From an optimization exercise on the open Yosys and OpenROAD flow, aimed at small area and a short achievable clock period; shortcuts taken in it are not production practice.
Only simulation tests tie the RTL to the original design; equivalence was not proved.
Power and IR drop assume default switching activity.

Setup of onyx:
==> flow/design.v (excerpt) <==
module cpu_core #(
	parameter int imem_depth = 64  
) (
	input  logic                              clk,
	input  logic                              rst,
	input  logic                              i_stall,
	input  logic                              i_imem_we,
	input  logic [$clog2(imem_depth)-1:0]     i_imem_addr,
	input  logic [cpu_pkg::xlen-1:0]          i_imem_data,
	output logic                              o_wb_valid,
	output logic [cpu_pkg::reg_addr_w-1:0]    o_wb_reg,
	output logic [cpu_pkg::xlen-1:0]          o_wb_data
);
Size: roughly 6800 cells after synthesis, about 2900 flip-flops, about 80 I/O pins, roughly 0.11 mm² of cells after synthesis.
clock: 6.0 ns
lec_check: 0
cap_margin: 20
core_margin: 2
core_utilization: 40
setup_slack_margin: 4.0
slew_margin: 20
tns_end_percent: 5
run.sh (not shown) runs the stock make flow with config.mk's settings and CLKGATE_MAP_FILE= SYNTH_SCRIPT=/design/flow/synth_recipe.tcl, a recipe that flattens the netlist after the stock synthesis.
[inputs] maple vs onyx
Settings: SETUP_SLACK_MARGIN now 3.0, was 4.0.
### Flow results
Fraction of met2 tracks used by global routing (maple over onyx): decrease, 0.82 points
maple vs. onyx: design area lower; post-detailed-route wirelength per cell higher; clock buffer count higher.
In the reports for maple and onyx, the smaller post-detailed-route via-to-cell ratio belongs to maple.
Startpoint of the worst setup timing path = fetch_stage_inst.o_instr[26]$_SDFFCE_PP0N_: onyx; startpoint of the worst setup timing path = i_imem_addr[2]: maple
After detailed routing, onyx needs more wire than maple.
Taking onyx as the reference, in maple post-layout utilization of the core has decreased, net switching share of the total power -0.21 points, number of standard cells in the final layout excluding fillers shows a reduction of about 1.8%, number of antenna-violating nets in the routed design saw little to no change.
Of the two candidates, onyx has the worse post-route total power and maple the better one.

========
## alpha
cpu_core, a different RTL version from the one above (not shown whole).
For scale: ~6800 cells after synthesis, ~2900 flip-flops, roughly 80 I/O pins.
==> flow/design.v (excerpt) <==
module cpu_core #(
	parameter int imem_depth = 64  
) (
	input  logic                              clk,
	input  logic                              rst,
	input  logic                              i_stall,
	input  logic                              i_imem_we,
	input  logic [$clog2(imem_depth)-1:0]     i_imem_addr,
	input  logic [cpu_pkg::xlen-1:0]          i_imem_data,
	output logic                              o_wb_valid,
	output logic [cpu_pkg::reg_addr_w-1:0]    o_wb_reg,
	output logic [cpu_pkg::xlen-1:0]          o_wb_data
);
	logic [cpu_pkg::fw-1:0] f_instr;
	logic [5:0]             f_pc_next;
	logic                   f_valid;
	logic [31:0]            d_p, d_g;
	logic                   d_cin;
	logic [4:0]             d_sel;
	logic [5:0]             d_t;
	logic                   d_wr, d_br;
	logic                   x_taken;
	logic [5:0]             x_target;
	logic                   x_rf_we;
	logic [4:0]             x_rf_wreg;
	logic [31:0]            x_rf_wdata;
	fetch_stage fetch_stage_inst (
		.clk             (clk),
		.rst             (rst),
		.i_stall         (i_stall),
		.i_branch_taken  (x_taken),
		.i_branch_target (x_target),
		.i_imem_we       (i_imem_we),
		.i_imem_addr     (i_imem_addr),
		.i_imem_data     (i_imem_data),
		.o_instr         (f_instr),
		.o_pc_next       (f_pc_next),
		.o_valid         (f_valid)
	);
	decode_stage decode_stage_inst (
		.clk       (clk),
		.rst       (rst),
		.i_stall   (i_stall),
		.i_flush   (x_taken),
		.i_instr   (f_instr),
		.i_pc_next (f_pc_next),
		.i_valid   (f_valid),
		.i_we      (x_rf_we),
		.i_wreg    (x_rf_wreg),
		.i_wdata   (x_rf_wdata),
		.o_p       (d_p),
		.o_g       (d_g),
		.o_cin     (d_cin),
		.o_sel     (d_sel),
		.o_t       (d_t),
		.o_wr      (d_wr),
		.o_br      (d_br)
	);
	execute_stage execute_stage_inst (
		.clk             (clk),
		.rst             (rst),
		.i_stall         (i_stall),
		.i_p             (d_p),
		.i_g             (d_g),
		.i_cin           (d_cin),
		.i_sel           (d_sel),
		.i_t             (d_t),
		.i_wr            (d_wr),
		.i_br            (d_br),
  ...
Settings: LEC_CHECK=0, CAP_MARGIN=20, CORE_MARGIN=2, CORE_UTILIZATION=40, SETUP_SLACK_MARGIN=2.5, SLEW_MARGIN=20, TNS_END_PERCENT=5; clock period 6.0 ns.
Input changes introduced in beta (baseline for comparison: alpha):
Settings: a change of SETUP_SLACK_MARGIN from 2.5 to 3.0.
Results
beta vs alpha — multi-input gate share of the layout cell area rose 0.55 points.
Clock distribution power essentially unchanged between alpha and beta.
alpha has a lower multi-input logic cell count than beta.
Any difference in cell area reported after detailed placement between alpha and beta is small enough to ignore.
[beta vs alpha] synthesis-to-layout area growth: higher in beta
Between beta and alpha, it is beta whose first-pass GRT wire length is higher, by 1.7%.
Highest-delay cell along the critical path: or4_1 -> alpha, nor2b_1 -> beta
Switching power as a share of total power: alpha and beta compared, higher one is beta
Re overall power: alpha and beta aren't equal, and the lower value belongs to alpha.
For area enclosed by the die boundary, alpha and beta come out practically identical.
Final non-filler cell area ended up about 2% higher on beta than on alpha.
Met2 layer usage reported by global route | beta above alpha

========
cpu_core, a different RTL version from the one above (not shown whole).
Size in the first run: roughly 7100 cells after synthesis, roughly 2900 flip-flops, roughly 80 I/O pins, ~120000 sq um of cells after synthesis.
clock: 6.0 ns
lec_check: 0
cap_margin: 20
core_margin: 2
core_utilization: 40
slew_margin: 20
The baseline ran to the end with no violations.
Next try:
--- a/flow/config.mk
+++ b/flow/config.mk
@@ -7,0 +8 @@
+export ABC_CLOCK_PERIOD_IN_PS = 3000
@@ -10,0 +12 @@
+export SETUP_SLACK_MARGIN = 3.0
Effect: Fmax increases by 43%. Design area increases by 11%. Non-clock buffer count increases by 721. Clock-buffer cell count increases by 14. Via count increases by 8.4%.
Next try:
--- a/flow/config.mk
+++ b/flow/config.mk
@@ -8 +7,0 @@
-export ABC_CLOCK_PERIOD_IN_PS = 3000
@@ -12 +11 @@
-export SETUP_SLACK_MARGIN = 3.0
+export SETUP_SLACK_MARGIN = 2.0
Die area stays the same.
Wire length goes down by roughly a tenth.
Fmax goes down by about a fifth.
Cell area goes down by roughly a tenth.
Total power goes down by a few percent.
Non-clock buffer count goes down by 683.
Via count goes down by a little under a tenth.
Clock-buffer cell count goes down by 30.
Worst hold slack improves by 16 ps.

========
the baseline:
Another version of the RTL of cpu_core (not shown whole).
For scale: ~7000 cells after synthesis, roughly 2900 flip-flops, ~0.12 mm² of cells after synthesis.
export LEC_CHECK = 0
export CAP_MARGIN = 20
export CORE_MARGIN = 2
export CORE_UTILIZATION = 60
export CTS_BUF_LIST = sky130_fd_sc_hd__clkbuf_4 sky130_fd_sc_hd__clkbuf_8
export SETUP_SLACK_MARGIN = 3.0
export SLEW_MARGIN = 20
create_clock -name core_clock -period 6.0 [get_ports {clk}]
#### Input delta (the candidate over the baseline)
- CORE_UTILIZATION: 60 -> 40
==> run summary <==
Maximum operating frequency: the candidate and the baseline compared, lower one is the baseline. Compared the candidate vs the baseline, and slack of the critical path is up in the candidate. Wire length on met1 in the candidate is about 11% above the baseline. Re design area: the candidate and the baseline aren't equal, and the lower value belongs to the baseline. Die area: higher on the candidate. Count of cell instances traversed by the critical path: the candidate and the baseline compared, higher one is the baseline. In the metrics for the candidate and the baseline, the one carrying the lower via count is the candidate. Taking the baseline as the reference point, the routing usage on met1 of the candidate falls by 17 points.

========
before:
Another version of the RTL of cpu_core (not shown whole).
Size: about 6800 cells after synthesis, about 80 I/O pins, about 120000 um^2 of cells after synthesis.
clock: 6.0 ns
lec_check: 0
cap_margin: 20
core_margin: 2
core_utilization: 40
cts_cluster_size: 20
setup_slack_margin: 3.5
slew_margin: 20
tns_end_percent: 5
### before -> after
- clearing CTS_CLUSTER_SIZE, which used to be 20
## What came out
On mean number of vias per cell: after sits above before. The detail-routed net length per standard cell of before and that of after are within noise of each other. [after vs before] post-route clock period utilization: lower in after. Of the two values seen for startpoint of the most critical setup path, fetch_stage_inst.pc_hi[1]$_SDFFE_PN0P_ was produced by after and fetch_stage_inst.pc_hi[2]$_SDFFE_PN0P_ by before. Relative to before, final worst-path setup slack has gone up in after.

[separate check: timing with driven ports]
The flow's constraints put no driver on any port. The routed layouts listed below were extracted and timed again, unchanged, in two steps.
Step 1 sets driving cells, clkbuf_16 on the clock port and buf_2 on the other inputs (assumed; they add their load-dependent delay and slew).
Step 2 moves the port delays by t, midway between the first and last clock arrival at a register: inputs arrive t later, outputs are due t later. That takes back most of the time a late clock gives input paths.
a / b / c = ideal ports / drivers / drivers and shift; a / b = the first two.
run | shift t [ns] | setup slack, ns | worst setup path at the end | pins driven straight from the clock port
onyx | 0.989 | 2.670 / 2.670 / 1.975 | input to register | 1
maple | 0.970 | 2.243 / 2.287 / 1.326 | input to register | 1
alpha | 0.972 | 1.968 / 1.968 / 1.414 | input to register | 1
beta | 0.972 | 2.300 / 2.337 / 1.365 | input to register | 1
the first run of note 3 | 0.965 | 1.032 / 1.032 / 1.032 | register to register | 1
the second run of note 3 | 0.980 | 2.514 / 2.514 / 1.877 | input to register | 1
the third run of note 3 | 0.955 | 1.938 / 1.938 / 1.287 | input to register | 1
the baseline | 1.214 | 1.961 / 1.961 / 1.614 | input to register | 1
the candidate | 1.144 | 2.043 / 2.043 / 1.668 | input to register | 1
before | 1.038 | 2.783 / 2.742 / 1.860 | input to register | 1
after | 1.037 | 2.814 / 2.743 / 1.837 | input to register | 1
After both steps setup and hold are still met in every run listed. The setup slack of after, which loses most, moves by -0.071 ns with the drivers and by -0.977 ns with both steps.
